Background: an optimization exercise with open tools, aiming at small area, a short achievable clock period and few clock cycles. Do not read the settings as production practice. Where RTL was checked, it was by simulation tests only, not by an equivalence proof against the original. No functional check of the RTL was part of runs 1 and 2. No run shown here takes its clock network from TritonCTS; it comes from the design's own scripts or RTL. The clock port is modelled as an ideal driver, which makes a skipped or thinned clock tree look cheaper than it is; a real chip needs a root buffer or a tree. No activity file was given, so power comes from the tool's default toggle rates.

--- flow/constraint.sdc ---
create_clock -name core_clock -period 9.0 [get_ports {clk}]
set_input_delay 1.8000 -clock core_clock [delete_from_list [all_inputs] [get_ports {clk}]]
set_output_delay 1.8000 -clock core_clock [all_outputs]
set_load 0.01 [all_outputs]
--- flow/flow/post_cts.tcl ---
set block [ord::get_db_block]
set db [ord::get_db]
set clk_net [$block findNet clk]

proc loads_of {net} {
  set l {}
  foreach it [$net getITerms] {
    if {[$it isInputSignal] || [[$it getMTerm] getIoType] eq "INPUT"} { lappend l $it }
  }
  return $l
}

set roots {}
foreach it [$clk_net getITerms] { lappend roots [$it getInst] }
puts "post_cts: clock port drives [llength $roots] cell(s)"
if {[llength $roots] == 1} {
  set root [lindex $roots 0]
  set out_net [[$root findITerm X] getNet]
  set loads [loads_of $out_net]
  puts "post_cts: root [$root getName] drives [llength $loads] pin(s)"
  if {[llength $loads] <= 4} {
    foreach it $loads {
      $it disconnect
      $it connect $clk_net
    }
    [$root findITerm A] disconnect
    odb::dbInst_destroy $root
    odb::dbNet_destroy $out_net
    puts "post_cts: removed root buffer"
  }
}

# Check the tree: port -> level 1 buffers -> level 2 buffers -> registers only
set level1 {}
set level2 {}
set ok 1
foreach it [loads_of $clk_net] {
  set inst [$it getInst]
  if {![string match *clkbuf* [[$inst getMaster] getName]]} { set ok 0; continue }
  lappend level1 $inst
  foreach it2 [loads_of [[$inst findITerm X] getNet]] {
    set i2 [$it2 getInst]
    if {![string match *clkbuf* [[$i2 getMaster] getName]]} { set ok 0; continue }
    lappend level2 $i2
    foreach it3 [loads_of [[$i2 findITerm X] getNet]] {
      if {![[[$it3 getInst] getMaster] isSequential]} { set ok 0 }
    }
  }
}
set nregs 0
foreach inst [$block getInsts] {
  if {[[$inst getMaster] isSequential]} { incr nregs }
}
set reached 0
foreach i2 $level2 { incr reached [llength [loads_of [[$i2 findITerm X] getNet]]] }
puts "post_cts: level 1 [llength $level1], level 2 [llength $level2], registers $reached of $nregs, ok $ok"

proc swap_to_inv {inst master_name} {
  set block [ord::get_db_block]
  set m [[ord::get_db] findMaster $master_name]
  set name [$inst getName]
  set loc [$inst getLocation]
  set in_net [[$inst findITerm A] getNet]
  set out_net [[$inst findITerm X] getNet]
  odb::dbInst_destroy $inst
  set new [odb::dbInst_create $block $m $name]
  $new setLocation [lindex $loc 0] [lindex $loc 1]
  $new setPlacementStatus PLACED
  [$new findITerm A] connect $in_net
  [$new findITerm Y] connect $out_net
}

if {$ok && $reached == $nregs && [llength $level1] <= 4} {
  foreach inst $level1 { swap_to_inv $inst $::env(CLK_INV_L1) }
  foreach inst $level2 { swap_to_inv $inst $::env(CLK_INV_L2) }
  puts "post_cts: clock tree levels now inverters"
  detailed_placement
  check_placement -verbose
}
estimate_parasitics -placement
report_clock_latency
report_clock_min_period
--- flow/design.v ---
`default_nettype none
package conv_window_pkg;
    localparam int img_size    = 32;   
    localparam int kernel_size = 5;
    localparam int out_size    = img_size - kernel_size + 1;   
    localparam int num_lines   = 6;    
    localparam int pixel_w    = 8;
    localparam int col_w      = 5;
    localparam int fill_row_w = 6;     
    localparam int line_w     = 3;
    typedef logic [pixel_w-1:0] pixel_t;
    typedef logic signed [pixel_w-1:0] spixel_t;
    typedef spixel_t [kernel_size-1:0][kernel_size-1:0] window_t;
    typedef pixel_t [num_lines-1:0][kernel_size-1:0] block_t;
endpackage
`default_nettype wire
`timescale 1ns/1ns
`default_nettype none
module conv_window_top (
    input  wire                         clk,
    input  wire                         reset_n,
    input  wire                         i_start,
    input  wire                         i_pixel_valid,
    input  wire  [7:0]                  i_pixel,
    input  wire                         i_conv_ready,
    output logic                        o_fill_active,
    output logic [199:0]                o_window,   
    output logic                        o_conv_valid,
    output logic                        o_conv_row_start,
    output logic                        o_conv_row_end,
    output logic                        o_done
);
    localparam int img   = 32;
    localparam int ks    = 5;
    localparam int depth = (ks - 1) * img + ks - 1;   
    logic [7:0]         in_px;   
    logic [depth*8-1:0] chain;   
    logic       active;      
    logic       fill;        
    logic       pend;        
    logic       sh;          
    logic [4:0] row;         
    logic [4:0] col;
    logic       all_in;      
    logic take;
    logic new_win;
    logic want;
    logic show;
    logic show_start;
    logic show_end;
    logic show_last;
    logic pend_nxt;
    logic all_in_nxt;
    assign take        = i_pixel_valid && fill;
    assign new_win     = take && (row >= 5'd4) && (col >= 5'd4);
    assign want        = new_win || pend;
    assign show        = want && i_conv_ready;
    assign show_start  = pend ? (col == 5'd5) : (col == 5'd4);
    assign show_end    = pend ? (col == 5'd0) : (col == 5'd31);
    assign show_last   = pend ? all_in : (row == 5'd31 && col == 5'd31);
    assign pend_nxt    = want && !i_conv_ready;
    assign all_in_nxt  = all_in || (take && row == 5'd31 && col == 5'd31);
    assign o_fill_active = fill;
    always_comb begin
        for (int i = 0; i < ks; i++)
            for (int j = 0; j < ks; j++)
                if (i == ks - 1 && j == ks - 1)
                    o_window[(i*ks+j)*8 +: 8] = in_px;
                else
                    o_window[(i*ks+j)*8 +: 8] = chain[((ks-1-i)*img + (ks-1-j) - 1)*8 +: 8];
    end
    logic [depth*8-1:0] chain_in;
    assign chain_in = {chain[(depth-1)*8-1:0], in_px};
    always_ff @(posedge clk) begin
        in_px <= ({8{take}} & i_pixel) | ({8{!take}} & in_px);
    end
    for (genvar k = 0; k < depth; k++) begin : g_chain
        localparam bit is_tap = ((k + 1) % img) < ks;
        if (is_tap) begin : g_tap
            always_ff @(posedge clk) begin
                chain[k*8 +: 8] <= ({8{sh}} & chain_in[k*8 +: 8]) | ({8{!sh}} & chain[k*8 +: 8]);
            end
        end else begin : g_line
            always_ff @(posedge clk) begin
                if (sh) chain[k*8 +: 8] <= chain_in[k*8 +: 8];
            end
        end
    end
    always_ff @(posedge clk) begin
        if (!reset_n) begin
            active           <= 1'b0;
            fill             <= 1'b0;
            pend             <= 1'b0;
            sh               <= 1'b0;
            row              <= '0;
            col              <= '0;
            all_in           <= 1'b0;
            o_conv_valid     <= 1'b0;
            o_conv_row_start <= 1'b0;
            o_conv_row_end   <= 1'b0;
            o_done           <= 1'b0;
        end else if (!active) begin
            pend             <= 1'b0;
            sh               <= 1'b0;
            row              <= '0;
            col              <= '0;
            all_in           <= 1'b0;
            o_conv_valid     <= 1'b0;
            o_conv_row_start <= 1'b0;
            o_conv_row_end   <= 1'b0;
            o_done           <= 1'b0;
            if (i_start) begin
                active <= 1'b1;
                fill   <= 1'b1;
            end
        end else begin
            if (take) begin
                col <= col + 1'b1;
                if (col == 5'd31) row <= row + 1'b1;
            end
            all_in           <= all_in_nxt;
            pend             <= pend_nxt;
            sh               <= (take || pend) && !pend_nxt;
            fill             <= !all_in_nxt && !pend_nxt;
            o_conv_valid     <= show;
            o_conv_row_start <= show && show_start;
            o_conv_row_end   <= show && show_end;
            o_done           <= show && show_last;
            if (show && show_last) begin
                active <= 1'b0;
                fill   <= 1'b0;
            end
        end
    end
endmodule
`default_nettype wire
--- flow/config.mk ---
export PLATFORM = sky130hd
export DESIGN_NAME = conv_window_top
export DESIGN_NICKNAME = conv_window_top
export VERILOG_FILES = /design/flow/design.v
export SDC_FILE = /design/flow/constraint.sdc
export NUM_CORES = 4
export LEC_CHECK = 0
export CAP_MARGIN = 20
export CELL_PAD_IN_SITES_DETAIL_PLACEMENT = 0
export CELL_PAD_IN_SITES_GLOBAL_PLACEMENT = 1
export CORE_MARGIN = 2
export CORE_UTILIZATION = 55
export GPL_ROUTABILITY_DRIVEN = 1
export PLACE_DENSITY = 0.65
export SLEW_MARGIN = 20
--- flow/standard.sh ---
#!/bin/bash
# synth_recipe.tcl (not shown) runs the flow's synth.tcl, then flattens the netlist and writes it again
# the make line also repeats each setting of config.mk as NAME=value (left out here)
make -C /OpenROAD-flow-scripts/flow DESIGN_CONFIG=/design/flow/config.mk WORK_HOME=/design/flow/orfs CLKGATE_MAP_FILE= SYNTH_SCRIPT=/design/flow/synth_recipe.tcl "${@:-finish}"
--- flow/flow/run.sh ---
#!/bin/bash
set -euo pipefail
export BUFFER_PORTS_ARGS="-buffer_cell sky130_fd_sc_hd__buf_1"
export SETUP_SLACK_MARGIN=6.3
export SKIP_CTS_REPAIR_TIMING=1
export CTS_ARGS="-sink_clustering_enable -repair_clock_nets -sink_clustering_size 30 -sink_clustering_max_diameter 100 -dont_use_dummy_load"
export POST_CTS_TCL="$(pwd)/flow/post_cts.tcl"
export CLK_INV_L1=sky130_fd_sc_hd__inv_16
export CLK_INV_L2=sky130_fd_sc_hd__inv_12
export PRE_DETAIL_PLACE_TCL="$(pwd)/flow/pre_dpl.tcl"
export PLACE_PINS_ARGS='-group_pins {o_window[0] o_window[8] o_window[16] o_window[24] o_window[32]} -group_pins {o_window[1] o_window[9] o_window[17] o_window[25] o_window[33]} -group_pins {o_window[2] o_window[10] o_window[18] o_window[26] o_window[34]} -group_pins {o_window[3] o_window[11] o_window[19] o_window[27] o_window[35]} -group_pins {o_window[4] o_window[12] o_window[20] o_window[28] o_window[36]} -group_pins {o_window[5] o_window[13] o_window[21] o_window[29] o_window[37]} -group_pins {o_window[6] o_window[14] o_window[22] o_window[30] o_window[38]} -group_pins {o_window[7] o_window[15] o_window[23] o_window[31] o_window[39]} -group_pins {o_window[40] o_window[48] o_window[56] o_window[64] o_window[72]} -group_pins {o_window[41] o_window[49] o_window[57] o_window[65] o_window[73]} -group_pins {o_window[42] o_window[50] o_window[58] o_window[66] o_window[74]} -group_pins {o_window[43] o_window[51] o_window[59] o_window[67] o_window[75]} -group_pins {o_window[44] o_window[52] o_window[60] o_window[68] o_window[76]} -group_pins {o_window[45] o_window[53] o_window[61] o_window[69] o_window[77]} -group_pins {o_window[46] o_window[54] o_window[62] o_window[70] o_window[78]} -group_pins {o_window[47] o_window[55] o_window[63] o_window[71] o_window[79]} -group_pins {o_window[80] o_window[88] o_window[96] o_window[104] o_window[112]} -group_pins {o_window[81] o_window[89] o_window[97] o_window[105] o_window[113]} -group_pins {o_window[82] o_window[90] o_window[98] o_window[106] o_window[114]} -group_pins {o_window[83] o_window[91] o_window[99] o_window[107] o_window[115]} -group_pins {o_window[84] o_window[92] o_window[100] o_window[108] o_window[116]} -group_pins {o_window[85] o_window[93] o_window[101] o_window[109] o_window[117]} -group_pins {o_window[86] o_window[94] o_window[102] o_window[110] o_window[118]} -group_pins {o_window[87] o_window[95] o_window[103] o_window[111] o_window[119]} -group_pins {o_window[120] o_window[128] o_window[136] o_window[144] o_window[152]} -group_pins {o_window[121] o_window[129] o_window[137] o_window[145] o_window[153]} -group_pins {o_window[122] o_window[130] o_window[138] o_window[146] o_window[154]} -group_pins {o_window[123] o_window[131] o_window[139] o_window[147] o_window[155]} -group_pins {o_window[124] o_window[132] o_window[140] o_window[148] o_window[156]} -group_pins {o_window[125] o_window[133] o_window[141] o_window[149] o_window[157]} -group_pins {o_window[126] o_window[134] o_window[142] o_window[150] o_window[158]} -group_pins {o_window[127] o_window[135] o_window[143] o_window[151] o_window[159]} -group_pins {o_window[160] o_window[168] o_window[176] o_window[184] o_window[192]} -group_pins {o_window[161] o_window[169] o_window[177] o_window[185] o_window[193]} -group_pins {o_window[162] o_window[170] o_window[178] o_window[186] o_window[194]} -group_pins {o_window[163] o_window[171] o_window[179] o_window[187] o_window[195]} -group_pins {o_window[164] o_window[172] o_window[180] o_window[188] o_window[196]} -group_pins {o_window[165] o_window[173] o_window[181] o_window[189] o_window[197]} -group_pins {o_window[166] o_window[174] o_window[182] o_window[190] o_window[198]} -group_pins {o_window[167] o_window[175] o_window[183] o_window[191] o_window[199]}'
bash standard.sh > flow_make.log 2>&1
--- flow/flow/pre_dpl.tcl ---
# Pull each register that drives an output port next to that port's buffer
# (and the register it feeds, unless that one drives a port itself), so the
# register's output sees a short wire. Registers that also feed logic stay
# where global placement put them. Detailed placement legalises after.
set block [ord::get_db_block]
set moved 0
set port_ff [dict create]
foreach bt [$block getBTerms] {
  if {[$bt getIoType] ne "OUTPUT"} continue
  set net [$bt getNet]
  set buf ""
  foreach it [$net getITerms] { if {[$it isOutputSignal]} { set buf [$it getInst] } }
  if {$buf eq ""} continue
  set bnet [[$buf findITerm A] getNet]
  set ff ""
  foreach it [$bnet getITerms] { if {[$it isOutputSignal]} { set ff [$it getInst] } }
  if {$ff eq "" || ![[$ff getMaster] isSequential]} continue
  set only_regs 1
  foreach it [$bnet getITerms] {
    set inst [$it getInst]
    if {$inst ne $ff && $inst ne $buf && ![[$inst getMaster] isSequential]} { set only_regs 0 }
  }
  if {!$only_regs} continue
  dict set port_ff [$ff getName] [list $ff $buf $bnet]
}
dict for {name v} $port_ff {
  lassign $v ff buf bnet
  set loc [$buf getLocation]
  $ff setLocation [lindex $loc 0] [lindex $loc 1]
  incr moved
  foreach it [$bnet getITerms] {
    set inst [$it getInst]
    if {$inst eq $ff || $inst eq $buf} continue
    if {[[$inst getMaster] isSequential] && ![dict exists $port_ff [$inst getName]]} {
      $inst setLocation [lindex $loc 0] [lindex $loc 1]
      incr moved
    }
  }
}
puts "pre_dpl: moved $moved register(s)"

# A register that drives an output port and logic besides gets the strongest
# drive of its cell type.
set upsized 0
foreach bt [$block getBTerms] {
  if {[$bt getIoType] ne "OUTPUT"} continue
  set buf ""
  foreach it [[$bt getNet] getITerms] { if {[$it isOutputSignal]} { set buf [$it getInst] } }
  if {$buf eq ""} continue
  set bnet [[$buf findITerm A] getNet]
  foreach it [$bnet getITerms] {
    if {![$it isOutputSignal]} continue
    set ff [$it getInst]
    set m [[$ff getMaster] getName]
    if {[llength [$bnet getITerms]] > 3 && [regsub {_[12]$} $m {_4} m4] && [llength [get_lib_cells -quiet */$m4]]} {
      replace_cell [$ff getName] $m4
      incr upsized
    }
  }
}
puts "pre_dpl: upsized $upsized register(s)"
==> flow_summary.ini, run 1 <==
[floorplan]
fp.dieH_um = 253.7
num_rows = 91
start_util = 0.5556
core_um2 = 61710
die-area_um2 = 64360
dieWidth_um = 253.7
ioPinCount = 218

[critical_path]
crit_required_ns = 7.20
path_class = reg2out
crit_slowest_cell = edfxtp_1
reg2reg_depth = 2
crit_family = flip-flops
cp_max_fo = 2
end_kind = primary output
path_cells = buf_1
rrSetupSlack_ns = 6.45
cp.arrival_ns = 0.83
reg2reg_from = sh$_SDFF_PN0_
critPathBufInv = 1
max_stage_delay_ns = 0.42
critPathLaunchType = register

[worst_hold_path]
min_from = chain[379]$_DFFE_PP_
hold_end = chain[387]$_DFFE_PP_
worstHoldPathCells = 0
min_path_type = reg2reg

[global_routing]
grt.overflow.total = 0
grt_pass1_wl_um = 58400
track_usage = 0.1133
grt_max_degree = 227
grt_pass1_vias = 10560
antenna_found_initial = 0

[timing]
setup_viol = 0
period_share = 0.2919
hold_violations = 0
slew_headroom = 0.3876
rsz0062_at_grt = false
setup_ws_ns = 6.373
period_minus_slack_ns = 2.627
fmax_mhz = 380.7
report.final.slew_viol_count = 0
skew_ns = 0.07021
fin_tns_setup_ns = 0
worstMarginPinSlew_ns = 0.9186

[detailed_routing]
drt_first_pass_iters = 4
totalWireLength_um = 37400
ant_nets = 0
viasPerCell = 4.909
drtIter0Drc = 980
route.vias.total = 11130
drcViolationCount = 0
wl_per_cell_um = 16.50

[job]
drv_cap = 0

[pwr]
power_leakage_nw = 8.395
power_w = 0.007341
p_clk_frac = 0.243
switchingPower_w = 0.001594
switching_share = 0.2171
seq_power_share = 0.750
peakVddDrop_uv = 180.7
power_density_nw_per_um2 = 206.0
p_comb_frac = 0.007
intPower_w = 0.005748

[logic_synthesis]
ys_seq_area_frac = 0.9429
synth_nets = 1370
synth.avg_cell_area_um2 = 25.40
synth_cell_types = 33
synthesis.area_um2 = 34290
syn_inst = 1350
ys_warn_count = 1
ys_ff_latch = 1083

[finish]
final_common_cell = edfxtp_1
final_cell_mix = edfxtp_1, buf_1, inv_12
drive_gt1_frac = 0.04479
fill_cells = 4402
multi_input_area_um2 = 467.9
final_cells = 2267
layout.nets = 1451
utilization = 0.5774
seq_area_um2 = 32340
syn2layout_area_growth_pct = 3.915

[clock_tree]
clk_latency_ns = 0.23
clock_sinks = 1083
clk_pin_slew_worst_paths_ns = 0.10

[placed_design]
numPortBuffers = 217
dp.cells = 2218
pre_cts_slack_ns = 5.883
gp_congestion = 0.6915
place_hpwl_um = 17850

[status]
status = finished clean
cells by family after synthesis:
logic type / synth area share
buffers and inverters: 0.04346
AO/OA/AOI/OAI: 0.001898
AND/OR/NAND/NOR: 0.007043
adder cells (fa/ha/maj): 0.002554
flip-flops: 0.9429
multiplexers: 0.0008758
XOR/XNOR: 0.001277
per-stage QoR:
step | area, um2 | hold slack [ns]
floorplan | 34290 | 0.4003
global placement | 34790 | 0.4007
detailed placement | 34790 | 0.4045
global route | 35630 | 0.3387
finish | 35630 | 0.3439
worst max path at each step:
stage / from / endpoint / slack (ns) / cells past startpoint
after global placement: sh$_SDFF_PN0_ / chain[807]$_DFFE_PP_ / 5.99 / 2
after global routing: sh$_SDFF_PN0_ / chain[545]$_DFFE_PP_ / 6.32 / 2
after detailed placement: sh$_SDFF_PN0_ / chain[983]$_DFFE_PP_ / 5.88 / 2
after floorplan: sh$_SDFF_PN0_ / register / 1.04 / 0
final: register / o_window[111] / 6.37 / 1
cell type report:
cell class,instances,share of cell area
Antenna cell,1,0.00007023
Inverter,46,0.01966
Multi-Input combinational cell,67,0.01313
Sequential cell,1083,0.9076
Tap cell,837,0.02939
Timing Repair Buffer,233,0.03016
cells in the mapped netlist:
| cell type | number | share of area |
|---|---|---|
| xnor2_1 | 2 | 0.00051 |
| a211oi_1 | 1 | 0.00022 |
| and3b_1 | 1 | 0.00026 |
| buf_6 | 1 | 0.00033 |
| and3_1 | 2 | 0.00036 |
| nand2_1 | 6 | 0.00066 |
| ha_1 | 7 | 0.0026 |
| or3_1 | 1 | 0.00018 |
| mux2i_1 | 3 | 0.00088 |
| nor3_1 | 4 | 0.00058 |
| buf_4 | 192 | 0.042 |
| nand4_1 | 2 | 0.00036 |
| nor4_4 | 1 | 0.00062 |
| xor2_1 | 3 | 0.00077 |
| nand2_4 | 1 | 0.00033 |
| o41ai_2 | 1 | 0.00047 |
| a21oi_1 | 6 | 0.00088 |
| clkbuf_1 | 1 | 0.00011 |
| nor4_2 | 1 | 0.00036 |
| nand3_1 | 4 | 0.00058 |
| buf_8 | 1 | 0.00044 |
| and2_4 | 1 | 0.00026 |
| edfxtp_1 | 1064 | 0.93 |
| inv_1 | 5 | 0.00055 |
| nand4b_1 | 1 | 0.00026 |
| nor2_1 | 12 | 0.0013 |
| nor4_1 | 1 | 0.00018 |
| o21ai_0 | 1 | 0.00015 |
| dfxtp_1 | 19 | 0.011 |
| or2_1 | 1 | 0.00018 |
| nand2b_1 | 2 | 0.00036 |
| a31oi_1 | 1 | 0.00018 |
| nor2b_1 | 1 | 0.00018 |
power by group through the flow:
stage           logic, W  clock network (W)  registers, W
2_1_floorplan  0.0000118                  0       0.00566
3_3_place_gp   0.0000464                  0       0.00562
3_5_place_dp   0.0000493                  0       0.00562
5_1_grt        0.0000575            0.00205       0.00551
6_report       0.0000515            0.00179       0.00550
routing by layer:
layer / global-route usage / routed length [um] / up-vias
li1: - / - / 5159
met1: 0.1822 / 18750 / 5742
met2: 0.1583 / 16300 / 169
met3: 0.02059 / 1393 / 59
met4: 0.03782 / 957 / 0
met5: 0 / 0 / -
==> inputs of run 2 (changes only) <==
--- a/flow/design.v
+++ b/flow/design.v
@@ -73,5 +73,5 @@
     assign chain_in = {chain[(depth-1)*8-1:0], in_px};
     always_ff @(posedge clk) begin
-        in_px <= ({8{take}} & i_pixel) | ({8{!take}} & in_px);
+        in_px <= in_px ^ ({8{take}} & (i_pixel ^ in_px));
     end
     for (genvar k = 0; k < depth; k++) begin : g_chain
@@ -79,5 +79,5 @@
         if (is_tap) begin : g_tap
             always_ff @(posedge clk) begin
-                chain[k*8 +: 8] <= ({8{sh}} & chain_in[k*8 +: 8]) | ({8{!sh}} & chain[k*8 +: 8]);
+                chain[k*8 +: 8] <= chain[k*8 +: 8] ^ ({8{sh}} & (chain_in[k*8 +: 8] ^ chain[k*8 +: 8]));
             end
         end else begin : g_line
==> run 2 against run 1 <==
Total power about the same. Largest power group unchanged. Die area did not move. Design area hardly changed. Critical path type is now in2reg. Utilization barely moved. Register-to-register slack better by 0.15 ns. Critical endpoint is now fill$_SDFFE_PN0P_. Maximum frequency fell by 1.0%.
==> flow_summary.ini, run 2 <==
[timing]
slew_headroom = 0.3831
report.final.slew_viol_count = 0
skew_ns = 0.08007
hold_slack_ns = 0.3560
period_minus_slack_ns = 2.654
fin_tns_setup_ns = 0
rsz0062_at_grt = false
setup_viol = 0
hold_violations = 0
fmax_mhz = 376.8
worstMarginPinSlew_ns = 0.9254
period_share = 0.2949

[floorplan]
die-area_um2 = 64360
fp.dieH_um = 253.7
start_util = 0.5556
ioPinCount = 218
num_rows = 91
core_um2 = 61710
dieWidth_um = 253.7

[critical_path]
crit_family = compound AO/OA/AOI/OAI gates
reg2reg_from = sh$_SDFF_PN0_
cp.arrival_ns = 2.77
critPathBufInv = 1
crit_required_ns = 9.12
critPathLaunchType = input port
path_class = in2reg
crit_path_end = fill$_SDFFE_PN0P_
crit_slowest_cell = o41ai_2
reg2reg_depth = 3
cp.depth = 5
r2r_end = chain[1011]$_DFFE_PP_
max_stage_delay_ns = 0.40
end_kind = register
path_cells = buf_1, a21oi_1, or2_1, o41ai_2, a211oi_1
crit_start = i_pixel_valid
cp_max_fo = 4
rrSetupSlack_ns = 6.60

[logic_synthesis]
synth_top_area_frac = 0.9318
async_reset_ff_frac = 0
synth_nets = 1370
synth_cell_types = 33
synth.avg_cell_area_um2 = 25.40
ys.flop_type = edfxtp_1
synth.most_common_cell = edfxtp_1
synth.top_cells.by_count = edfxtp_1, buf_4, dfxtp_1
synth_edf_count = 1064
ys_warn_count = 1
synthTopCellsByArea = edfxtp_1, buf_4, dfxtp_1
syn_inst = 1350
synthesis.area_um2 = 34290
ys_seq_area_frac = 0.9429
synth_area_leader_cell = edfxtp_1
ys_ff_latch = 1083

[finish]
final_common_cell = edfxtp_1
layout.nets = 1453
drive_gt1_frac = 0.04682
final_cell_mix = edfxtp_1, buf_1, inv_12
antennaDiodeCount = 0
utilization = 0.5776
final_cells = 2268
syn2layout_area_growth_pct = 3.959

[global_routing]
grt.overflow.total = 0
grt_pass1_wl_um = 58770
grt_max_degree = 224
antenna_found_initial = 0
grt_pass1_vias = 10490
track_usage = 0.1143

[job]
drv_cap = 0

[clock_tree]
clock_sinks = 1083
clk_pin_slew_worst_paths_ns = 0.11
clk_latency_ns = 0.23

[detailed_routing]
wl_per_cell_um = 16.83
route.vias.total = 11120
drtIter0Drc = 830
drcViolationCount = 0
ant_nets = 0
viasPerCell = 4.903
totalWireLength_um = 38180
drt_first_pass_iters = 4

[placed_design]
place_hpwl_um = 18110
numPortBuffers = 217
gp_congestion = 0.6978
dp.cells = 2217

[pwr]
power_leakage_nw = 8.397
peakVddDrop_uv = 186.7
power_w = 0.007349
power_density_nw_per_um2 = 206.2

[status]
status = finished clean

[worst_hold_path]
min_path_type = reg2reg
## run 2: final cells by class
type	instances	area, um2
fillers	4431	26070
repair buffers	235	1097
inverters	46	700.7
multi-input cells	67	462.9
flip-flops and latches	1083	32340
well taps	837	1047
## run 2: how the worst min path moves through the flow
stage | startpoint | slack, ns | end | depth (start not counted)
final | chain[44]$_DFFE_PP_ | 0.36 | chain[52]$_DFFE_PP_ | 0
after global routing | chain[44]$_DFFE_PP_ | 0.35 | chain[52]$_DFFE_PP_ | 0
after detailed placement | chain[1013]$_DFFE_PP_ | 0.40 | register | 0
after global placement | chain[490]$_DFFE_PP_ | 0.40 | chain[498]$_DFFE_PP_ | 0
after floorplan | chain[240]$_DFFE_PP_ | 0.40 | register | 0
## run 2: kinds of logic (layout without fill, tap and decap cells)
logic type / count (synthesis) / count (layout) / synth area share
AO/OA/AOI/OAI: 10 / 10 / 0.001898
flip-flops: 1083 / 1083 / 0.9429
AND/OR/NAND/NOR: 42 / 42 / 0.006897
XOR/XNOR: 5 / 5 / 0.001277
adder cells (fa/ha/maj): 7 / 7 / 0.002554
multiplexers: 3 / 3 / 0.0008758
buffers and inverters: 200 / 281 / 0.04361
## run 2: worst reg2reg max path, stage by stage (launching register included)
cell and delay, ns:
dfxtp_4 0.65, buf_16 0.35, buf_12 0.43, buf_16 0.51
## run 2: report_power, final
group / leakage, nW / total, W / switching [W] / internal (W)
sequential: 7.52 / 0.00550 / 0.00000893 / 0.00549
clock: 0.309 / 0.00179 / 0.00155 / 0.000244
combinational: 0.569 / 0.0000530 / 0.0000427 / 0.0000103
total: 8.40 / 0.00735 / 0.00160 / 0.00575
## run 2: per-layer routing
metal / vias up / wire length (um) / global-route usage / share of wire
met1: 5724 / 19330 / 0.1883 / 0.51
li1: 5154 / - / - / -
met3: 55 / 1539 / 0.02110 / 0.040
met4: 0 / 799 / 0.03261 / 0.021
met2: 188 / 16510 / 0.1573 / 0.43
met5: - / 0 / 0 / 0
## run 2: stage by stage
stage	setup slack [ns]	area (um2)
after floorplan	1.044	34290
after global placement	5.849	34780
after detailed placement	5.693	34780
after global routing	6.294	35650
final	6.346	35650
==> inputs of run 3 (changes only) <==
--- a/flow/design.v
+++ b/flow/design.v
@@ -70,20 +70,7 @@
                     o_window[(i*ks+j)*8 +: 8] = chain[((ks-1-i)*img + (ks-1-j) - 1)*8 +: 8];
     end
-    logic [depth*8-1:0] chain_in;
-    assign chain_in = {chain[(depth-1)*8-1:0], in_px};
     always_ff @(posedge clk) begin
-        in_px <= in_px ^ ({8{take}} & (i_pixel ^ in_px));
-    end
-    for (genvar k = 0; k < depth; k++) begin : g_chain
-        localparam bit is_tap = ((k + 1) % img) < ks;
-        if (is_tap) begin : g_tap
-            always_ff @(posedge clk) begin
-                chain[k*8 +: 8] <= chain[k*8 +: 8] ^ ({8{sh}} & (chain_in[k*8 +: 8] ^ chain[k*8 +: 8]));
-            end
-        end else begin : g_line
-            always_ff @(posedge clk) begin
-                if (sh) chain[k*8 +: 8] <= chain_in[k*8 +: 8];
-            end
-        end
+        if (take) in_px <= i_pixel;
+        if (sh) chain <= {chain[(depth-1)*8-1:0], in_px};
     end
     always_ff @(posedge clk) begin
@@ -91,9 +78,4 @@
             active           <= 1'b0;
             fill             <= 1'b0;
-            pend             <= 1'b0;
-            sh               <= 1'b0;
-            row              <= '0;
-            col              <= '0;
-            all_in           <= 1'b0;
             o_conv_valid     <= 1'b0;
             o_conv_row_start <= 1'b0;
@@ -101,9 +83,4 @@
             o_done           <= 1'b0;
         end else if (!active) begin
-            pend             <= 1'b0;
-            sh               <= 1'b0;
-            row              <= '0;
-            col              <= '0;
-            all_in           <= 1'b0;
             o_conv_valid     <= 1'b0;
             o_conv_row_start <= 1'b0;
@@ -115,11 +92,4 @@
             end
         end else begin
-            if (take) begin
-                col <= col + 1'b1;
-                if (col == 5'd31) row <= row + 1'b1;
-            end
-            all_in           <= all_in_nxt;
-            pend             <= pend_nxt;
-            sh               <= (take || pend) && !pend_nxt;
             fill             <= !all_in_nxt && !pend_nxt;
             o_conv_valid     <= show;
@@ -133,4 +103,21 @@
         end
     end
+    always_ff @(posedge clk) begin
+        if (!active) begin
+            pend   <= 1'b0;
+            sh     <= 1'b0;
+            row    <= '0;
+            col    <= '0;
+            all_in <= 1'b0;
+        end else begin
+            if (take) begin
+                col <= col + 1'b1;
+                if (col == 5'd31) row <= row + 1'b1;
+            end
+            all_in <= all_in_nxt;
+            pend   <= pend_nxt;
+            sh     <= (take || pend) && !pend_nxt;
+        end
+    end
 endmodule
 `default_nettype wire
--- a/flow/flow/run.sh
+++ b/flow/flow/run.sh
@@ -1,5 +1,5 @@
 #!/bin/bash
 set -euo pipefail
-export BUFFER_PORTS_ARGS="-buffer_cell sky130_fd_sc_hd__buf_1"
+export BUFFER_PORTS_ARGS="-buffer_cell sky130_fd_sc_hd__buf_2"
 export SETUP_SLACK_MARGIN=6.3
 export SKIP_CTS_REPAIR_TIMING=1
==> run 3 against run 2 <==
Cell count fell by 0.31%. Synthesized cell count increased by 0.15%. Sequential share of layout area fell by 0.41 points. Critical endpoint is now o_window[55]. Largest cell class unchanged.
==> flow_summary.ini, run 3 <==
[status]
status = finished clean

[critical_path]
path_cells = buf_2
crit_family = flip-flops
end_kind = primary output
cp.arrival_ns = 0.82
max_stage_delay_ns = 0.42
rrSetupSlack_ns = 6.46
path_class = reg2out
critPathLaunchType = register
critPathBufInv = 1
crit_required_ns = 7.20
crit_start = chain[791]$_DFFE_PP_
r2r_end = chain[551]$_DFFE_PP_
cp_max_fo = 2
crit_slowest_cell = edfxtp_1
reg2reg_depth = 2
reg2reg_from = sh$_SDFF_PN0_

[timing]
skew_ns = 0.05869
fmax_mhz = 381.6
slew_headroom = 0.2756
fin_tns_setup_ns = 0
period_share = 0.2911
period_minus_slack_ns = 2.620
rsz0062_at_grt = false
worstMarginPinSlew_ns = 1.087
setup_viol = 0
report.final.slew_viol_count = 0
hold_violations = 0

[finish]
layout.nets = 1446
top_register = chain
utilization = 0.5803
antennaDiodeCount = 0
finish.instance_area_um2 = 35810
largest_reg_flops = 1056
drive_gt1_frac = 0.1931
largestRegisters = chain x1056, in_px x8
fill_cells = 4384
seq_area_um2 = 32340
multi_input_area_um2 = 459.2
final_cell_mix = edfxtp_1, buf_2, inv_12
final_common_cell = edfxtp_1
syn2layout_area_growth_pct = 4.449

[logic_synthesis]
ys_warn_count = 1
synth_edf_count = 1064
synth_area_leader_cell = edfxtp_1
synthTopCellsByArea = edfxtp_1, buf_4, dfxtp_1
ys_seq_area_frac = 0.9430
synthesis.area_um2 = 34280
async_reset_ff_frac = 0
syn_inst = 1352
ys_ff_latch = 1083
synth_cell_types = 35
synth_top_area_frac = 0.9319
synth.top_cells.by_count = edfxtp_1, buf_4, dfxtp_1
synth_nets = 1372
synth.most_common_cell = edfxtp_1
synth.avg_cell_area_um2 = 25.36
ys.flop_type = edfxtp_1

[detailed_routing]
totalWireLength_um = 36820
ant_nets = 0
route.vias.total = 11120
drcViolationCount = 0
wl_per_cell_um = 16.28
drtIter0Drc = 900
drt_first_pass_iters = 4
viasPerCell = 4.918

[placed_design]
place_area_um2 = 35070
gp_congestion = 0.6963
numPortBuffers = 217
place_hpwl_um = 17440

[global_routing]
grt_pass1_vias = 10540
grt.overflow.total = 0
track_usage = 0.1103
grt_max_degree = 223
grt_pass1_wl_um = 57510
antenna_found_initial = 0

[pwr]
intPower_w = 0.005786
peakVddDrop_uv = 190.0
seq_power_share = 0.749
p_clk_frac = 0.241
switchingPower_w = 0.001618
power_leakage_nw = 8.845
p_comb_frac = 0.010
power_density_nw_per_um2 = 206.7
switching_share = 0.2185

[clock_tree]
clock_sinks = 1083
clk_pin_slew_worst_paths_ns = 0.10
clk_latency_ns = 0.23

[floorplan]
die-area_um2 = 64350
num_rows = 91
start_util = 0.5556
fp.dieH_um = 253.7
core_um2 = 61710
ioPinCount = 218
dieWidth_um = 253.7

[worst_hold_path]
worstHoldPathCells = 0
min_from = chain[406]$_DFFE_PP_
hold_end = chain[414]$_DFFE_PP_
min_path_type = reg2reg

[job]
drv_cap = 0
==> run 3: metrics by stage <==
step / worst slack (ns) / cells / total power (W) / hold WS (ns)
6_report: 6.380 / 2261 / 0.007403 / 0.4077
3_5_place_dp: 6.178 / 2218 / 0.005736 / 0.4045
5_1_grt: 6.304 / 2261 / 0.007679 / 0.4212
3_3_place_gp: 6.214 / 2218 / 0.005732 / 0.4025
2_1_floorplan: 1.044 / 1352 / 0.005747 / 0.4003
==> run 3: worst max path at each step <==
stage / depth (start not counted) / end / slack [ns]
after floorplan: 0 / chain[0]$_DFFE_PP_ / 1.04
after global placement: 3 / in_px[1]$_DFFE_PP_ / 6.21
after detailed placement: 3 / in_px[1]$_DFFE_PP_ / 6.18
after global routing: 2 / chain[519]$_DFFE_PP_ / 6.30
final: 1 / o_window[55] / 6.38
==> run 3: power groups by stage <==
stage          registers [W]   logic, W  clock network (W)
3_5_place_dp         0.00566  0.0000783                  0
3_3_place_gp         0.00566  0.0000753                  0
6_report             0.00554  0.0000773            0.00178
5_1_grt              0.00555  0.0000864            0.00204
2_1_floorplan        0.00573  0.0000173                  0
==> run 3: layer usage <==
metal | GRT usage | vias up | part of all wire
met5 | 0 | - | 0
met4 | 0.03277 | 0 | 0.021
met3 | 0.02233 | 47 | 0.041
met2 | 0.1491 | 191 | 0.43
met1 | 0.1823 | 5716 | 0.51
li1 | - | 5165 | -
==> run 3: cell type report <==
class,instances,share of cell area
Timing Repair Buffer,227,0.03508
Multi-Input combinational cell,66,0.01282
Inverter,48,0.01978
Sequential cell,1083,0.9031
Tap cell,837,0.02925
==> run 3: logic make-up after synthesis <==
kind of cell	Yosys count	synth area share
flip-flops	1083	0.9430
buffers and inverters	203	0.04357
AND/OR/NAND/NOR	34	0.005183
AO/OA/AOI/OAI	18	0.003759
adder cells (fa/ha/maj)	7	0.002555
XOR/XNOR	4	0.001022
multiplexers	3	0.0008759
Testbench counts of run 3, summed over its fixed seeds: cycles 24,624.
==> inputs of run 4 (changes only) <==
--- a/flow/flow/run.sh
+++ b/flow/flow/run.sh
@@ -1,5 +1,5 @@
 #!/bin/bash
 set -euo pipefail
-export BUFFER_PORTS_ARGS="-buffer_cell sky130_fd_sc_hd__buf_2"
+export BUFFER_PORTS_ARGS="-buffer_cell sky130_fd_sc_hd__buf_1"
 export SETUP_SLACK_MARGIN=6.3
 export SKIP_CTS_REPAIR_TIMING=1
==> run 4 against run 3 <==
Via count is essentially flat. Flip-flop and latch count is the same. Area after synthesis is the same. First-iteration DRC count grew 18%. Critical path depth is the same. Die area is the same. Largest power group unchanged.
==> flow_summary.ini, run 4 <==
[floorplan]
core_um2 = 61710
ioPinCount = 218
num_rows = 91
start_util = 0.5556
dieWidth_um = 253.7
die-area_um2 = 64350
fp.dieH_um = 253.7

[timing]
skew_ns = 0.05817
setup_viol = 0
report.final.slew_viol_count = 0
hold_violations = 0
hold_slack_ns = 0.3885
fin_tns_setup_ns = 0
slew_headroom = 0.3726
fmax_mhz = 376.0
period_minus_slack_ns = 2.660
period_share = 0.2955
worstMarginPinSlew_ns = 0.9411
rsz0062_at_grt = true

[detailed_routing]
wl_per_cell_um = 16.53
drt_first_pass_iters = 4
ant_nets = 0
viasPerCell = 4.925
drtIter0Drc = 1066
drcViolationCount = 0
totalWireLength_um = 37350
route.vias.total = 11130

[critical_path]
crit_required_ns = 7.20
path_cells = buf_1
critPathBufInv = 1
crit_slowest_cell = edfxtp_1
end_kind = primary output
crit_family = flip-flops
max_stage_delay_ns = 0.42
reg2reg_from = sh$_SDFF_PN0_
critPathLaunchType = register
cp.arrival_ns = 0.86
path_class = reg2out
crit_start = chain[251]$_DFFE_PP_
cp_max_fo = 2

[placed_design]
place_hpwl_um = 18110
numPortBuffers = 217
dp.cells = 2218
gp_congestion = 0.7108

[pwr]
power_w = 0.007401
power_density_nw_per_um2 = 208.2
power_leakage_nw = 8.432
peakVddDrop_uv = 222.2

[logic_synthesis]
synth.most_common_cell = edfxtp_1
synth_edf_count = 1064
synth_area_leader_cell = edfxtp_1
synth.top_cells.by_count = edfxtp_1, buf_4, dfxtp_1
synthesis.area_um2 = 34280
async_reset_ff_frac = 0
synth_nets = 1372
ys_seq_area_frac = 0.9430
ys_ff_latch = 1083
synthTopCellsByArea = edfxtp_1, buf_4, dfxtp_1
ys_warn_count = 1
synth_top_area_frac = 0.9319
synth_cell_types = 35
synth.avg_cell_area_um2 = 25.36
syn_inst = 1352
ys.flop_type = edfxtp_1

[finish]
final_common_cell = edfxtp_1
antennaDiodeCount = 0
largestRegisters = chain x1056, in_px x8
top_register = chain
final_cells = 2260
layout.nets = 1445
final_cell_mix = edfxtp_1, buf_1, inv_12
syn2layout_area_growth_pct = 3.671
largest_reg_flops = 1056
drive_gt1_frac = 0.04146
utilization = 0.5760

[job]
drv_cap = 0

[global_routing]
grt_pass1_vias = 10380
grt_pass1_wl_um = 57350
grt_max_degree = 203
track_usage = 0.1118
antenna_found_initial = 0
grt.overflow.total = 0

[status]
status = finished clean

[worst_hold_path]
min_from = chain[571]$_DFFE_PP_
min_path_type = reg2reg

[clock_tree]
clock_sinks = 1083
clk_latency_ns = 0.24
clk_pin_slew_worst_paths_ns = 0.10
## run 4: cell counts after synthesis
No cell type changed its count.
## run 4: area by class of cell
class / count / area, um2
Multi-Input combinational cell: 66 / 459.2
Tap cell: 837 / 1047
Sequential cell: 1083 / 32340
Fill cell: 4465 / 26170
Inverter: 48 / 711.9
Timing Repair Buffer: 226 / 985.9
## run 4: path summary, 6_finish.rpt
kind	to	slack, ns	depth (start not counted)
setup / recovery	o_window[155]	6.34	1
hold / removal	chain[579]$_DFFE_PP_	0.39	0
setup reg to reg	chain[1055]$_DFFE_PP_	6.40	2
hold reg to reg	chain[579]$_DFFE_PP_	0.39	0
## run 4: cell families (layout without fill, tap and decap cells)
| family | after synthesis | count (layout) | synth area share |
|---|---|---|---|
| muxes | 3 | 3 | 0.0008759 |
| xor gates and xnor gates | 4 | 4 | 0.001022 |
| AOI/OAI and AO/OA | 18 | 18 | 0.003759 |
| DFF | 1083 | 1083 | 0.9430 |
| adders and majority gates | 7 | 7 | 0.002555 |
| and+or+nand+nor | 34 | 34 | 0.005183 |
| buffers and inverters | 203 | 274 | 0.04357 |
## run 4: routing by layer
| layer | vias up | share of wire | global-route usage |
|---|---|---|---|
| met3 | 51 | 0.044 | 0.02438 |
| met5 | - | 0 | 0 |
| met4 | 0 | 0.021 | 0.02874 |
| met1 | 5717 | 0.51 | 0.1835 |
| met2 | 202 | 0.43 | 0.1535 |
| li1 | 5160 | - | - |
## run 4: power breakdown
part / switching, W / internal (W) / total, W
clock: 0.00154 / 0.000244 / 0.00178
sequential: 0.0000149 / 0.00553 / 0.00554
combinational: 0.0000642 / 0.0000105 / 0.0000746
## run 4: stage by stage
stage	cell area, um2	setup WS (ns)
2_1_floorplan	34290	1.044
3_3_place_gp	34790	6.019
3_5_place_dp	34800	5.875
5_1_grt	35540	6.293
6_report	35540	6.340
==> inputs of run 5 (changes only) <==
--- a/flow/config.mk
+++ b/flow/config.mk
@@ -10,6 +10,6 @@
 export CELL_PAD_IN_SITES_GLOBAL_PLACEMENT = 1
 export CORE_MARGIN = 2
-export CORE_UTILIZATION = 55
+export CORE_UTILIZATION = 45
 export GPL_ROUTABILITY_DRIVEN = 1
-export PLACE_DENSITY = 0.65
+export PLACE_DENSITY = 0.55
 export SLEW_MARGIN = 20
==> run 5 against run 4 <==
Routed wire length increased by 2.1%. Sequential share of layout area decreased by 0.60 points. Via count increased by 0.22%. Largest power group unchanged. Still clean. Synthesized cell count unchanged. Clock power about the same.
==> flow_summary.ini, run 5 <==
[status]
status = finished clean

[logic_synthesis]
ys_warn_count = 1
ys_ff_latch = 1083
synth_edf_count = 1064
ys_seq_area_frac = 0.9430
async_reset_ff_frac = 0
synth.top_cells.by_count = edfxtp_1, buf_4, dfxtp_1
synth_nets = 1372
synth.most_common_cell = edfxtp_1
synthTopCellsByArea = edfxtp_1, buf_4, dfxtp_1
synth_top_area_frac = 0.9319
synthesis.area_um2 = 34280
synth_cell_types = 35
ys.flop_type = edfxtp_1
syn_inst = 1352
synth.avg_cell_area_um2 = 25.36
synth_area_leader_cell = edfxtp_1

[finish]
syn2layout_area_growth_pct = 4.365
layout.nets = 1446
antennaDiodeCount = 0
final_cell_mix = edfxtp_1, buf_1, inv_12
largestRegisters = chain x1056, in_px x8
largest_reg_flops = 1056
drive_gt1_frac = 0.04284
top_register = chain
final_common_cell = edfxtp_1

[global_routing]
antenna_found_initial = 0
grt_pass1_wl_um = 59510
grtUsageMet3 = 0.02107
grt_max_degree = 220
track_usage = 0.09245
grt_use_met1 = 0.1470
grt.overflow.total = 0
met2_usage = 0.1273
grt_pass1_vias = 10670
grt_busiest_layer = met1

[critical_path]
critPathLaunchType = register
max_stage_delay_ns = 0.42
end_kind = primary output
crit_required_ns = 7.20
r2r_end = chain[1028]$_DFFE_PP_
cp.arrival_ns = 0.83
crit_family = flip-flops
reg2reg_depth = 2
crit_slowest_cell = edfxtp_1
crit_start = chain[529]$_DFFE_PP_
cp_max_fo = 2
reg2reg_from = sh$_SDFF_PN0_
rrSetupSlack_ns = 6.48
critPathBufInv = 1
path_class = reg2out
path_cells = buf_1

[floorplan]
fp.dieH_um = 280.0
core_um2 = 75700
dieWidth_um = 280.0
ioPinCount = 218
num_rows = 101
die-area_um2 = 78410
start_util = 0.4529

[pwr]
seq_power_share = 0.746
power_density_nw_per_um2 = 207.6
switchingPower_w = 0.001645
intPower_w = 0.005784
power_leakage_nw = 8.456
p_comb_frac = 0.011
peakVddDrop_uv = 218.4
p_clk_frac = 0.243
power_w = 0.007429
switching_share = 0.2214

[detailed_routing]
drcViolationCount = 0
route.vias.total = 11150
wl_per_cell_um = 15.88
ant_nets = 0
totalWireLength_um = 38150
drtIter0Drc = 1033
viasPerCell = 4.644
drt_first_pass_iters = 4

[timing]
skew_ns = 0.05273
hold_violations = 0
rsz0062_at_grt = false
setup_ws_ns = 6.368
worstMarginPinSlew_ns = 0.9935
fmax_mhz = 379.9
setup_viol = 0
slew_headroom = 0.3377
report.final.slew_viol_count = 0
period_minus_slack_ns = 2.632
fin_tns_setup_ns = 0
period_share = 0.2925

[job]
drv_cap = 0

[placed_design]
gp_congestion = 0.6885
numPortBuffers = 217
place_hpwl_um = 17630
pre_cts_slack_ns = 5.712

[clock_tree]
clk_latency_ns = 0.24
clk_pin_slew_worst_paths_ns = 0.11
clock_sinks = 1083

[worst_hold_path]
min_path_type = reg2reg
worstHoldPathCells = 0
min_from = chain[695]$_DFFE_PP_
hold_end = chain[703]$_DFFE_PP_
run 5: cell counts after synthesis:
No cell type changed its count.
run 5: cell type report:
class | count | area [um2]
Inverter | 48 | 711.9
Tap cell | 978 | 1224
Fill cell | 6066 | 39920
Timing Repair Buffer | 227 | 1047
Multi-Input combinational cell | 66 | 459.2
Sequential cell | 1083 | 32340
run 5: worst max-delay path by stage:
| stage | endpoint | depth (start not counted) |
|---|---|---|
| after floorplan | chain[0]$_DFFE_PP_ | 0 |
| after global placement | chain[1008]$_DFFE_PP_ | 2 |
| after detailed placement | chain[1024]$_DFFE_PP_ | 2 |
| after global routing | o_window[89] | 1 |
| final | o_window[89] | 1 |
run 5: per-stage QoR:
step                area [um2]  std cells  hold WS, ns  utilization
finish                   35780       2402       0.3991       0.4727
global route             35780       2402       0.4107       0.4727
detailed placement       34970       2357       0.4045       0.4620
global placement         34970       2357       0.4007       0.4619
floorplan                34290       1352       0.4003            -
run 5: layer usage:
layer  vias up  part of all wire
met5         -                 0
met4         0             0.024
met3        57             0.043
met2       181              0.42
met1      5762              0.51
li1       5154                 -
run 5: power groups by stage:
stage	clock [W]	sequential (W)	combinational [W]
5_1_grt	0.00210	0.00555	0.0000874
2_1_floorplan	0	0.00573	0.0000173
3_5_place_dp	0	0.00566	0.0000745
3_3_place_gp	0	0.00566	0.0000712
6_report	0.00181	0.00554	0.0000782
run 5: logic make-up after synthesis:
| family | share of synthesized area |
|---|---|
| AOI/OAI and AO/OA | 0.003759 |
| xor gates and xnor gates | 0.001022 |
| adders and majority gates | 0.002555 |
| buffers and inverters | 0.04357 |
| DFF | 0.9430 |
| muxes | 0.0008759 |
| and+or+nand+nor | 0.005183 |
==> inputs of run 6 (changes only) <==
--- a/flow/config.mk
+++ b/flow/config.mk
@@ -10,6 +10,6 @@
 export CELL_PAD_IN_SITES_GLOBAL_PLACEMENT = 1
 export CORE_MARGIN = 2
-export CORE_UTILIZATION = 45
+export CORE_UTILIZATION = 65
 export GPL_ROUTABILITY_DRIVEN = 1
-export PLACE_DENSITY = 0.55
+export PLACE_DENSITY = 0.75
 export SLEW_MARGIN = 20
==> run 6 against run 5 <==
First-iteration DRC count decreased by 10%. Highest routed layer unchanged. Flip-flop and latch count unchanged. Die area decreased by 30%. Maximum frequency decreased by 0.66%. Largest cell class unchanged. Clock skew increased by 0.016 ns.
==> flow_summary.ini, run 6 <==
[status]
status = finished clean

[finish]
final_common_cell = edfxtp_1
drive_gt1_frac = 0.04079
antennaDiodeCount = 0
top_register = chain
seq_area_um2 = 32340
syn2layout_area_growth_pct = 3.128
fill_cells = 3226
final_cells = 2110
final_cell_mix = edfxtp_1, buf_1, inv_12
layout.nets = 1444
largestRegisters = chain x1056, in_px x8
largest_reg_flops = 1056
multi_input_area_um2 = 459.2

[logic_synthesis]
synthesis.area_um2 = 34280
synthTopCellsByArea = edfxtp_1, buf_4, dfxtp_1
synth_cell_types = 35
ys_ff_latch = 1083
async_reset_ff_frac = 0
synth.top_cells.by_count = edfxtp_1, buf_4, dfxtp_1
ys.flop_type = edfxtp_1
synth_edf_count = 1064
synth.avg_cell_area_um2 = 25.36
synth_top_area_frac = 0.9319
ys_seq_area_frac = 0.9430
synth_area_leader_cell = edfxtp_1
synth_nets = 1372
syn_inst = 1352
synth.most_common_cell = edfxtp_1
ys_warn_count = 1

[global_routing]
grt_pass1_wl_um = 55540
track_usage = 0.1291
grt_max_degree = 232
grt.overflow.total = 0
antenna_found_initial = 0
grt_pass1_vias = 10180

[clock_tree]
clk_latency_ns = 0.23
clk_pin_slew_worst_paths_ns = 0.11
clock_sinks = 1083

[detailed_routing]
route.vias.total = 11060
drt_first_pass_iters = 6
totalWireLength_um = 36680
ant_nets = 0
wl_per_cell_um = 17.38
drcViolationCount = 0
viasPerCell = 5.243
drtIter0Drc = 930

[pwr]
seq_power_share = 0.752
power_leakage_nw = 8.428
switchingPower_w = 0.001589
switching_share = 0.2156
p_comb_frac = 0.010
power_density_nw_per_um2 = 208.5
peakVddDrop_uv = 200.3
intPower_w = 0.005784
p_clk_frac = 0.238

[timing]
rsz0062_at_grt = false
setup_ws_ns = 6.350
period_minus_slack_ns = 2.650
skew_ns = 0.06833
hold_violations = 0
report.final.slew_viol_count = 0
setup_viol = 0
slew_headroom = 0.3122
fin_tns_setup_ns = 0
worstMarginPinSlew_ns = 1.032
fmax_mhz = 377.4
period_share = 0.2944

[floorplan]
start_util = 0.6550
die-area_um2 = 54600
dieWidth_um = 233.7
core_um2 = 52340
fp.dieH_um = 233.7
ioPinCount = 218
num_rows = 84

[critical_path]
end_kind = primary output
cp.arrival_ns = 0.85
crit_slowest_cell = edfxtp_1
path_class = reg2out
crit_required_ns = 7.20
crit_family = flip-flops
critPathBufInv = 1
path_cells = buf_1
max_stage_delay_ns = 0.44
cp_max_fo = 2
critPathLaunchType = register

[placed_design]
dp.cells = 2067
gp_congestion = 0.6969
place_hpwl_um = 18080
numPortBuffers = 217
pre_cts_slack_ns = 5.987

[job]
drv_cap = 0

[worst_hold_path]
min_path_type = reg2reg
==> run 6: changes by cell type in the layout (fill, tap and decap cells not counted), sizes merged <==
| cell | previous run | this run |
|---|---|---|
| clkbuf | 3 | 1 |
==> run 6: worst paths after layout <==
path / start / cells past startpoint / slack [ns] / to
setup / recovery: chain[522]$_DFFE_PP_ / 1 / 6.35 / o_window[98]
hold / removal: chain[56]$_DFFE_PP_ / 0 / 0.35 / chain[64]$_DFFE_PP_
hold reg to reg: chain[56]$_DFFE_PP_ / 0 / 0.35 / chain[64]$_DFFE_PP_
setup reg to reg: sh$_SDFF_PN0_ / 2 / 6.48 / chain[930]$_DFFE_PP_
==> run 6: logic make-up (layout without fill, tap and decap cells) <==
group	Yosys count	after routing	synth area share
mux	3	3	0.0008759
flops	1083	1083	0.9430
compound gates	18	18	0.003759
xor+xnor	4	4	0.001022
fa+ha+maj	7	7	0.002555
simple gates	34	34	0.005183
buf+inv	203	273	0.04357
==> run 6: per-layer routing <==
layer / track usage / vias up / routed length (um)
met3: 0.02344 / 43 / 1585
li1: - / 5150 / -
met5: 0 / - / 0
met1: 0.2166 / 5664 / 18420
met4: 0.03560 / 0 / 645
met2: 0.1778 / 205 / 16030
==> run 6: cell type report <==
type | instances | area share
inverters | 48 | 0.02014
multi-input cells | 66 | 0.01299
flip-flops and latches | 1083 | 0.9146
well taps | 688 | 0.02435
repair buffers | 225 | 0.02789
==> run 6: through the flow <==
stage          total power, W  utilization  instance area (um2)  hold slack, ns
2_1_floorplan        0.005747            -                34290          0.4003
5_1_grt              0.007637       0.6755                35360          0.3599
3_5_place_dp         0.005733       0.6612                34610          0.4045
6_report             0.007373       0.6755                35360          0.3539
3_3_place_gp         0.005729       0.6611                34600          0.4004
==> run 6: power by group through the flow <==
stage | sequential, W | combinational (W) | clock (W)
finish | 0.00554 | 0.0000740 | 0.00176
detailed placement | 0.00566 | 0.0000733 | 0
floorplan | 0.00573 | 0.0000173 | 0
global placement | 0.00566 | 0.0000699 | 0
global route | 0.00555 | 0.0000829 | 0.00200
==> inputs of run 7 (changes only) <==
==> flow/flow/run.sh (replaced) <==
#!/bin/bash
# Layout flow: the standard ORFS flow (standard.sh), steered through ORFS's
# own variables and step hooks. The design, clock period and constraints are
# the standard flow's; only how the layout is made changes:
#  - ports get plain buf_1 buffers (buffer_ports otherwise picks a delay cell);
#  - the pins of each o_window bit lane (the five window columns of one window
#    row and bit, which are five consecutive shift-register stages) are kept
#    together on the die edge;
#  - pre_dpl.tcl pulls each register that only feeds an output buffer and the
#    next shift stage next to its output buffer before detailed placement;
#  - CTS builds fewer, larger sink clusters, and post_cts.tcl removes the root
#    buffer (the clock port drives the four first-level buffers) and turns the
#    two remaining levels into inverters, giving a faster balanced tree;
#  - repair_timing aims below the clock period; its CTS-step run is skipped,
#    because the tree it would see there is the one post_cts.tcl replaces.
# Each ORFS step writes its full log under orfs/logs/; make's output goes to
# flow_make.log.
set -euo pipefail
here="$(pwd)"

export BUFFER_PORTS_ARGS="-buffer_cell sky130_fd_sc_hd__buf_1"
export SETUP_SLACK_MARGIN=6.3
export SKIP_CTS_REPAIR_TIMING=1
export CTS_ARGS="-sink_clustering_enable -repair_clock_nets -sink_clustering_size 30 -sink_clustering_max_diameter 100 -dont_use_dummy_load"
export POST_CTS_TCL="$here/flow/post_cts.tcl"
export CLK_INV_L1=sky130_fd_sc_hd__inv_16
export CLK_INV_L2=sky130_fd_sc_hd__inv_12
export PRE_DETAIL_PLACE_TCL="$here/flow/pre_dpl.tcl"

pins=""
for i in 0 1 2 3 4; do
  for b in 0 1 2 3 4 5 6 7; do
    g=""
    for j in 0 1 2 3 4; do g="$g o_window[$(( (i*5+j)*8+b ))]"; done
    pins="$pins -group_pins {${g# }}"
  done
done
export PLACE_PINS_ARGS="${pins# }"

bash standard.sh > flow_make.log 2>&1
--- a/flow/config.mk
+++ b/flow/config.mk
@@ -10,6 +10,6 @@
 export CELL_PAD_IN_SITES_GLOBAL_PLACEMENT = 1
 export CORE_MARGIN = 2
-export CORE_UTILIZATION = 65
+export CORE_UTILIZATION = 55
 export GPL_ROUTABILITY_DRIVEN = 1
-export PLACE_DENSITY = 0.75
+export PLACE_DENSITY = 0.65
 export SLEW_MARGIN = 20
==> run 7 against run 6 <==
Routed wire length up 1.8%. Sequential power about the same. Die area up 18%. Via count increased by 0.61%. Largest cell class unchanged.
==> flow_summary.ini, run 7 <==
[status]
status = finished clean

[critical_path]
cp.arrival_ns = 0.86
crit_family = flip-flops
path_class = reg2out
crit_slowest_cell = edfxtp_1
cp_max_fo = 2
reg2reg_from = sh$_SDFF_PN0_
reg2reg_depth = 2
crit_required_ns = 7.20
max_stage_delay_ns = 0.42
crit_path_end = o_window[155]
path_cells = buf_1
rrSetupSlack_ns = 6.40
critPathBufInv = 1
crit_start = chain[251]$_DFFE_PP_
cp.depth = 1
end_kind = primary output
critPathLaunchType = register
r2r_end = chain[1055]$_DFFE_PP_

[logic_synthesis]
synth_area_leader_cell = edfxtp_1
ys_warn_count = 1
synthesis.area_um2 = 34280
async_reset_ff_frac = 0
synth_top_area_frac = 0.9319
ys_seq_area_frac = 0.9430
synthTopCellsByArea = edfxtp_1, buf_4, dfxtp_1
ys.flop_type = edfxtp_1
synth_nets = 1372
ys_ff_latch = 1083
syn_inst = 1352
synth.most_common_cell = edfxtp_1
synth.avg_cell_area_um2 = 25.36
synth.top_cells.by_count = edfxtp_1, buf_4, dfxtp_1
synth_edf_count = 1064
synth_cell_types = 35

[finish]
finish.instance_area_um2 = 35540
layout.nets = 1445
top_register = chain
syn2layout_area_growth_pct = 3.671
antennaDiodeCount = 0
drive_gt1_frac = 0.04146
final_cell_mix = edfxtp_1, buf_1, inv_12
final_common_cell = edfxtp_1
fill_cells = 4465
largest_reg_flops = 1056
largestRegisters = chain x1056, in_px x8

[timing]
slew_headroom = 0.3726
skew_ns = 0.05817
fin_tns_setup_ns = 0
setup_viol = 0
report.final.slew_viol_count = 0
period_share = 0.2955
fmax_mhz = 376.0
worstMarginPinSlew_ns = 0.9411
rsz0062_at_grt = true
period_minus_slack_ns = 2.660
hold_violations = 0

[floorplan]
num_rows = 91
die-area_um2 = 64350
ioPinCount = 218
core_um2 = 61710
dieWidth_um = 253.7
fp.dieH_um = 253.7
start_util = 0.5556

[pwr]
p_clk_frac = 0.241
switchingPower_w = 0.001618
intPower_w = 0.005783
power_leakage_nw = 8.432
seq_power_share = 0.749
switching_share = 0.2186
p_comb_frac = 0.010
peakVddDrop_uv = 222.2
power_density_nw_per_um2 = 208.2

[clock_tree]
clk_latency_ns = 0.24
clk_pin_slew_worst_paths_ns = 0.10
clock_sinks = 1083

[detailed_routing]
drcViolationCount = 0
viasPerCell = 4.925
drt_first_pass_iters = 4
drtIter0Drc = 1066
ant_nets = 0
route.vias.total = 11130
totalWireLength_um = 37350
wl_per_cell_um = 16.53

[global_routing]
grt_pass1_wl_um = 57350
grt.overflow.total = 0
antenna_found_initial = 0
grt_pass1_vias = 10380
grt_max_degree = 203
track_usage = 0.1118

[worst_hold_path]
min_path_type = reg2reg

[placed_design]
numPortBuffers = 217
place_hpwl_um = 18110
gp_congestion = 0.7108
place_area_um2 = 34800

[job]
drv_cap = 0
## run 7: cell counts after synthesis
Identical to the previous run, type by type.
## run 7: area by class of cell
type | count | area (um2) | area share
Multi-Input combinational cell | 66 | 459.2 | 0.01292
Timing Repair Buffer | 226 | 985.9 | 0.02774
Tap cell | 837 | 1047 | 0.02946
Sequential cell | 1083 | 32340 | 0.9098
Inverter | 48 | 711.9 | 0.02003
## run 7: layer usage
metal	up-vias	global-route usage	wire length (um)
met4	0	0.02874	783
li1	5160	-	-
met1	5717	0.1835	19040
met2	202	0.1535	15900
met3	51	0.02438	1627
met5	-	0	0
## run 7: worst min path at each step
stage	from	cells after the start	end
global placement	chain[382]$_DFFE_PP_	0	chain[390]$_DFFE_PP_
floorplan	chain[992]$_DFFE_PP_	0	chain[1000]$_DFFE_PP_
finish	chain[571]$_DFFE_PP_	0	chain[579]$_DFFE_PP_
detailed placement	chain[114]$_DFFE_PP_	0	chain[122]$_DFFE_PP_
global route	chain[571]$_DFFE_PP_	0	chain[579]$_DFFE_PP_
## run 7: metrics by stage
| stage | std cells | setup slack, ns | util | hold slack, ns | power (W) |
|---|---|---|---|---|---|
| global route | 2260 | 6.293 | 0.5760 | 0.3909 | 0.007681 |
| floorplan | 1352 | 1.044 | - | 0.4003 | 0.005747 |
| detailed placement | 2218 | 5.875 | 0.5638 | 0.4045 | 0.005734 |
| finish | 2260 | 6.340 | 0.5760 | 0.3885 | 0.007401 |
| global placement | 2218 | 6.019 | 0.5638 | 0.4008 | 0.005729 |
## run 7: power by group through the flow
| stage | sequential (W) | clock [W] | combinational, W |
|---|---|---|---|
| 2_1_floorplan | 0.00573 | 0 | 0.0000173 |
| 3_3_place_gp | 0.00566 | 0 | 0.0000699 |
| 3_5_place_dp | 0.00566 | 0 | 0.0000730 |
| 5_1_grt | 0.00555 | 0.00205 | 0.0000834 |
| 6_report | 0.00554 | 0.00178 | 0.0000746 |
## run 7: logic make-up after synthesis
group / Yosys count / synth area share
buffers and inverters: 203 / 0.04357
XOR/XNOR: 4 / 0.001022
AND/OR/NAND/NOR: 34 / 0.005183
adder cells (fa/ha/maj): 7 / 0.002555
AO/OA/AOI/OAI: 18 / 0.003759
multiplexers: 3 / 0.0008759
flip-flops: 1083 / 0.9430
==> inputs of run 8 (changes only) <==
--- a/flow/flow/run.sh
+++ b/flow/flow/run.sh
@@ -3,5 +3,5 @@
 # own variables and step hooks. The design, clock period and constraints are
 # the standard flow's; only how the layout is made changes:
-#  - ports get plain buf_1 buffers (buffer_ports otherwise picks a delay cell);
+#  - ports get plain buf_2 buffers (buffer_ports otherwise picks a delay cell);
 #  - the pins of each o_window bit lane (the five window columns of one window
 #    row and bit, which are five consecutive shift-register stages) are kept
@@ -19,5 +19,5 @@
 here="$(pwd)"
 
-export BUFFER_PORTS_ARGS="-buffer_cell sky130_fd_sc_hd__buf_1"
+export BUFFER_PORTS_ARGS="-buffer_cell sky130_fd_sc_hd__buf_2"
 export SETUP_SLACK_MARGIN=6.3
 export SKIP_CTS_REPAIR_TIMING=1
==> run 8 against run 7 <==
Critical path depth is the same. Area after synthesis is the same. Register-to-register slack gained 0.06 ns. Combinational power grew 3.6%. Total power is essentially flat. Hold slack gained 0.019 ns. Global-route usage shrank 0.15 points. First-iteration DRC count shrank 16%. Critical path type unchanged. Routed wire length shrank 1.4%.
==> flow_summary.ini, run 8 <==
[global_routing]
grt_max_degree = 223
grt_pass1_vias = 10540
grt.overflow.total = 0
track_usage = 0.1103
grt_pass1_wl_um = 57510
antenna_found_initial = 0

[critical_path]
r2r_end = chain[551]$_DFFE_PP_
rrSetupSlack_ns = 6.46
crit_path_end = o_window[55]
crit_slowest_cell = edfxtp_1
path_cells = buf_2
cp.arrival_ns = 0.82
reg2reg_depth = 2
reg2reg_from = sh$_SDFF_PN0_
critPathLaunchType = register
critPathBufInv = 1
crit_required_ns = 7.20
crit_family = flip-flops
crit_start = chain[791]$_DFFE_PP_
cp.depth = 1
cp_max_fo = 2
max_stage_delay_ns = 0.42
end_kind = primary output
path_class = reg2out

[finish]
antennaDiodeCount = 0
utilization = 0.5803
drive_gt1_frac = 0.1931
final_cells = 2261
fill_cells = 4384
final_cell_mix = edfxtp_1, buf_2, inv_12
final_common_cell = edfxtp_1
top_register = chain
largestRegisters = chain x1056, in_px x8
largest_reg_flops = 1056
layout.nets = 1446
syn2layout_area_growth_pct = 4.449

[logic_synthesis]
synth_edf_count = 1064
synth.most_common_cell = edfxtp_1
ys_warn_count = 1
synth_top_area_frac = 0.9319
synthTopCellsByArea = edfxtp_1, buf_4, dfxtp_1
synth_nets = 1372
ys_ff_latch = 1083
synth.avg_cell_area_um2 = 25.36
synth_cell_types = 35
async_reset_ff_frac = 0
syn_inst = 1352
ys.flop_type = edfxtp_1
ys_seq_area_frac = 0.9430
synthesis.area_um2 = 34280
synth.top_cells.by_count = edfxtp_1, buf_4, dfxtp_1
synth_area_leader_cell = edfxtp_1

[detailed_routing]
drtIter0Drc = 900
drt_first_pass_iters = 4
totalWireLength_um = 36820
drcViolationCount = 0
ant_nets = 0
route.vias.total = 11120
wl_per_cell_um = 16.28
viasPerCell = 4.918

[placed_design]
gp_congestion = 0.6963
dp.cells = 2218
place_hpwl_um = 17440
numPortBuffers = 217

[pwr]
power_density_nw_per_um2 = 206.7
peakVddDrop_uv = 190.0
power_leakage_nw = 8.845

[status]
status = finished clean

[clock_tree]
clk_latency_ns = 0.23
clk_pin_slew_worst_paths_ns = 0.10
clock_sinks = 1083

[timing]
fmax_mhz = 381.6
rsz0062_at_grt = false
hold_violations = 0
period_share = 0.2911
slew_headroom = 0.2756
setup_viol = 0
report.final.slew_viol_count = 0
worstMarginPinSlew_ns = 1.087
period_minus_slack_ns = 2.620
fin_tns_setup_ns = 0
hold_slack_ns = 0.4077
skew_ns = 0.05869

[floorplan]
num_rows = 91
die-area_um2 = 64350
start_util = 0.5556
ioPinCount = 218
dieWidth_um = 253.7
fp.dieH_um = 253.7
core_um2 = 61710

[job]
drv_cap = 0

[worst_hold_path]
min_path_type = reg2reg
run 8: cell counts after synthesis:
Identical to the previous run, type by type.
run 8: through the flow:
stage / worst slack (ns) / cell area (um2) / power, W
5_1_grt: 6.304 / 35810 / 0.007679
3_5_place_dp: 6.178 / 35070 / 0.005736
6_report: 6.380 / 35810 / 0.007403
2_1_floorplan: 1.044 / 34290 / 0.005747
3_3_place_gp: 6.214 / 35060 / 0.005732
run 8: worst min path at each step:
stage / cells past startpoint / endpoint / slack, ns / start
final: 0 / chain[414]$_DFFE_PP_ / 0.41 / chain[406]$_DFFE_PP_
after global routing: 0 / chain[421]$_DFFE_PP_ / 0.42 / chain[413]$_DFFE_PP_
after detailed placement: 0 / chain[1000]$_DFFE_PP_ / 0.40 / chain[992]$_DFFE_PP_
after global placement: 0 / chain[431]$_DFFE_PP_ / 0.40 / chain[423]$_DFFE_PP_
after floorplan: 0 / chain[1000]$_DFFE_PP_ / 0.40 / chain[992]$_DFFE_PP_
run 8: per-layer routing:
metal,vias to the layer above,GRT usage,wire length (um)
li1,5165,-,-
met1,5716,0.1823,18830
met2,191,0.1491,15680
met3,47,0.02233,1524
met4,0,0.03277,783
met5,-,0,0
run 8: cells by family (layout without fill, tap and decap cells):
| logic type | count (synthesis) | count (layout) | synth area share |
|---|---|---|---|
| flops | 1083 | 1083 | 0.9430 |
| buf+inv | 203 | 275 | 0.04357 |
| simple gates | 34 | 34 | 0.005183 |
| compound gates | 18 | 18 | 0.003759 |
| fa+ha+maj | 7 | 7 | 0.002555 |
| xor+xnor | 4 | 4 | 0.001022 |
| mux | 3 | 3 | 0.0008759 |
run 8: cell type report:
class                           instances  area (um2)  area share
Timing Repair Buffer                  227        1256     0.03508
Multi-Input combinational cell         66       459.2     0.01282
Tap cell                              837        1047     0.02925
Inverter                               48       708.2     0.01978
Sequential cell                      1083       32340      0.9031
run 8: power by group:
group / internal [W] / switching, W / leakage [nW]
clock network: 0.000244 / 0.00154 / 0.309
registers: 0.00553 / 0.0000139 / 7.59
logic: 0.0000130 / 0.0000644 / 0.945

==> what the ideal ports hide <==
The flow's constraints put no driver on any port. The routed layouts listed below were extracted and timed again, unchanged, in two steps.
Step 1 sets driving cells, clkbuf_16 on the clock port and buf_2 on the other inputs (assumed; they add their load-dependent delay and slew).
Step 2, shift: input delay + t, output delay - t, t = (earliest + latest rising clock arrival at the registers) / 2. This alone moves slack from input paths to output paths.
Slacks: ideal ports / drivers / drivers and shift; pairs: ideal ports / drivers.
run	shift t [ns]	setup WS [ns]
run 1	0.423	6.373 / 6.152 / 6.157
run 2	0.416	6.346 / 6.139 / 6.125
run 3	0.425	6.380 / 6.159 / 6.221
run 4	0.432	6.340 / 6.120 / 6.227
run 5	0.440	6.368 / 6.145 / 6.190
run 6	0.420	6.350 / 6.127 / 6.229
run 7	0.432	6.340 / 6.120 / 6.227
run 8	0.425	6.380 / 6.159 / 6.221
After both steps every run listed still meets setup and hold.
